Context: an optimization exercise on an open-source flow, tuned for small area, a short achievable clock period and few clock cycles. The choices shown serve that exercise and are no tape-out recipe. Power is estimated from default activity; no workload was simulated.

## alpha
==> flow/design.v (excerpt) <==
module current_level_classifier #(
    parameter int MAX_SAMPLES = clc_pkg::MAX_SAMPLES_DEF,
    parameter int TOP_COUNT   = clc_pkg::TOP_COUNT_DEF
) (
    input  logic                              aclk,
    input  logic                              aresetn,
    input  logic                              s_tvalid,
    output logic                              s_tready,
    input  logic [clc_pkg::TDATA_IN_W-1:0]    s_tdata,    
    input  logic                              s_tuser,    
    input  logic                              s_tlast,
    output logic                              m_tvalid,
    input  logic                              m_tready,
    output logic [clc_pkg::TDATA_OUT_W-1:0]   m_tdata,    
    input  logic                              cfg_valid,
    output logic                              cfg_ready,
    input  logic [clc_pkg::CFG_IDX_W-1:0]     cfg_index,
    input  logic [clc_pkg::CUR_W-1:0]         cfg_data
);
  ...
Settings: LEC_CHECK=0, CAP_MARGIN=20, CORE_MARGIN=2, CORE_UTILIZATION=40, CTS_BUF_LIST=sky130_fd_sc_hd__clkbuf_8, SETUP_SLACK_MARGIN=2.4, SLEW_MARGIN=20; clock period 6.5 ns.
standard.sh (not shown) runs the stock make flow with config.mk's settings and CLKGATE_MAP_FILE= SYNTH_SCRIPT=/design/flow/synth_recipe.tcl, a recipe that flattens the netlist after the stock synthesis.
==> flow/flow/run.sh <==
#!/bin/bash
set -o pipefail
export BUFFER_PORTS_ARGS="-buffer_cell sky130_fd_sc_hd__buf_1"
bash standard.sh > standard.log 2>&1
alpha reached the final stage; the timing, design-rule and antenna checks on its layout passed.
> inputs changed (alpha -> beta)
--- a/flow/design.v
+++ b/flow/design.v
@@ -220,39 +220,41 @@
     always_comb begin
         if (!f1_reg)            st_mean = 3'd4;
         else if (!dr_neg)       st_mean = 3'd1;
         else if (!dm_neg)       st_mean = 3'd0;
         else                    st_mean = 3'd2;
     end
     wire [17:0] tb_t = acc_reg[49:32];
     wire [1:0]  tb_k = acc_reg[51:50];
     logic [21:0] xa, xb, xc, xd, xs1, xc1, xs2, xc2;
     logic [19:0] ya, yb, yc, ys1, yc1;
     logic        kx, ky, x_neg, y_neg;
-    clc_cout #(.N(21)) u_cx (.a(xs2[20:0]), .b(xc2[20:0]), .cin(1'b1), .cout(kx));
-    clc_cout #(.N(19)) u_cy (.a(ys1[18:0]), .b(yc1[18:0]), .cin(1'b1), .cout(ky));
     always_comb begin
         xa  = {2'd0, tb_t, 2'b00};
         xb  = {4'd0, tb_t};
         xc  = ~(tb_k[0] ? {4'd0, rated_reg, 2'b00} : 22'd0);
         xd  = ~(tb_k[1] ? {3'd0, rated_reg, 3'b000} : 22'd0);
         xs1 = xa ^ xb ^ xc;
         xc1 = {(xa[20:0] & xb[20:0]) | (xa[20:0] & xc[20:0]) | (xb[20:0] & xc[20:0]), 1'b1};
         xs2 = xs1 ^ xc1 ^ xd;
         xc2 = {(xs1[20:0] & xc1[20:0]) | (xs1[20:0] & xd[20:0]) | (xc1[20:0] & xd[20:0]), 1'b0};
+        kx  = 1'b1;
+        for (int i = 0; i < 21; i++) kx = (xs2[i] & xc2[i]) | (kx & (xs2[i] | xc2[i]));
         x_neg = xs2[21] ^ xc2[21] ^ kx;
         ya  = {2'd0, tb_t};
         yb  = ~(tb_k[0] ? {4'd0, minw_reg} : 20'd0);
         yc  = ~(tb_k[1] ? {3'd0, minw_reg, 1'b0} : 20'd0);
         ys1 = ya ^ yb ^ yc;
         yc1 = {(ya[18:0] & yb[18:0]) | (ya[18:0] & yc[18:0]) | (yb[18:0] & yc[18:0]), 1'b1};
+        ky  = 1'b1;
+        for (int i = 0; i < 19; i++) ky = (ys1[i] & yc1[i]) | (ky & (ys1[i] | yc1[i]));
         y_neg = ys1[19] ^ yc1[19] ^ ky;
     end
     wire        is_off  = (tb_k == 2'd1) ? (tb_t <= 18'd100) :
                           (tb_k == 2'd2) ? (tb_t <= 18'd200) : (tb_t <= 18'd300);
     logic [2:0] st_peak;
     always_comb begin
         if (rated_reg == 16'd0 || tb_k == 2'd0)        st_peak = 3'd4;
         else if (!x_neg)                          st_peak = 3'd1;
         else if (is_off)                               st_peak = 3'd3;
         else if (y_neg)                          st_peak = 3'd2;
         else                                           st_peak = 3'd0;
@@ -360,36 +362,11 @@
         for (int i = 0; i < 2; i++) begin
             g3[i] = g2[2*i+1] | (e2[2*i+1] & g2[2*i]);
             e3[i] = e2[2*i+1] & e2[2*i];
         end
         gt = g3[1] | (e3[1] & g3[0]);
         eq = e3[1] & e3[0];
         if (a[15] != b[15]) ge = !a[15];
         else if (a[15])     ge = !gt;
         else                ge = gt | eq;
     end
 endmodule
-module clc_cout #(
-    parameter int N = 16
-) (
-    input  logic [N-1:0] a,
-    input  logic [N-1:0] b,
-    input  logic         cin,
-    output logic         cout
-);
-    localparam int M = 1 << $clog2(N);
-    logic [M-1:0] g, p;
-    always_comb begin
-        for (int i = 0; i < M; i++) begin
-            g[i] = (i < N) ? (a[i] & b[i]) : 1'b0;
-            p[i] = (i < N) ? (a[i] | b[i]) : 1'b1;
-        end
-        g[0] = g[0] | (p[0] & cin);
-        for (int w = 1; w < M; w = w * 2) begin
-            for (int i = 0; i + w < M; i = i + 2 * w) begin
-                g[i] = g[i+w] | (p[i+w] & g[i]);
-                p[i] = p[i+w] & p[i];
-            end
-        end
-        cout = g[0];
-    end
-endmodule
Results
The combinational fraction of design power in beta sits 0.4 points below the value recorded for alpha. Diff alpha -> beta: x dimension of the die decreased about 0.4%, relative area of clock buffers and inverters in the final design essentially unchanged, post-CTS setup repair buffer count increased 3. When beta is set beside alpha, its die outline height turns out to be about 0.4% smaller. From alpha to beta the numbers moved as follows: overall via count from detail_route -2.6%; final setup slack of the worst path -0.014 ns; buffer and inverter count on the worst path +1; total power -1.9%; mean instance size in the synthesized netlist +about 2%. beta vs. alpha: total standard cell area after synthesis lost 110 sq um; fraction of the mapped netlist area in compound gates went up by 0.49 points.
No run of this note included a check of the RTL's function; only the layout flow was run.

==> afterwards: timing with drivers on the ports <==
In the flow no input, the clock included, has a driving cell. The finished layouts below were timed again as built, in two steps.
Step 1 assumes that a clkbuf_16 drives the clock port and a buf_2 every other input.
Step 2, shift: input delay + t, output delay - t, t = (earliest + latest rising clock arrival at the registers) / 2. This alone moves slack from input paths to output paths.
a / b / c = no drivers / after step 1 / after step 2; a / b = the first two.
| run | shift t [ns] | setup slack, ns | hold WS [ns] | worst setup path after step 2 | cell pins on the clock port's net |
|---|---|---|---|---|---|
| alpha | 0.518 | 2.559 / 2.559 / 2.559 | 0.484 / 0.484 / 0.484 | register to register | 1 |
| beta | 0.532 | 2.544 / 2.544 / 2.544 | 0.479 / 0.479 / 0.479 | register to register | 1 |
After both steps setup and hold are still met in every run listed.
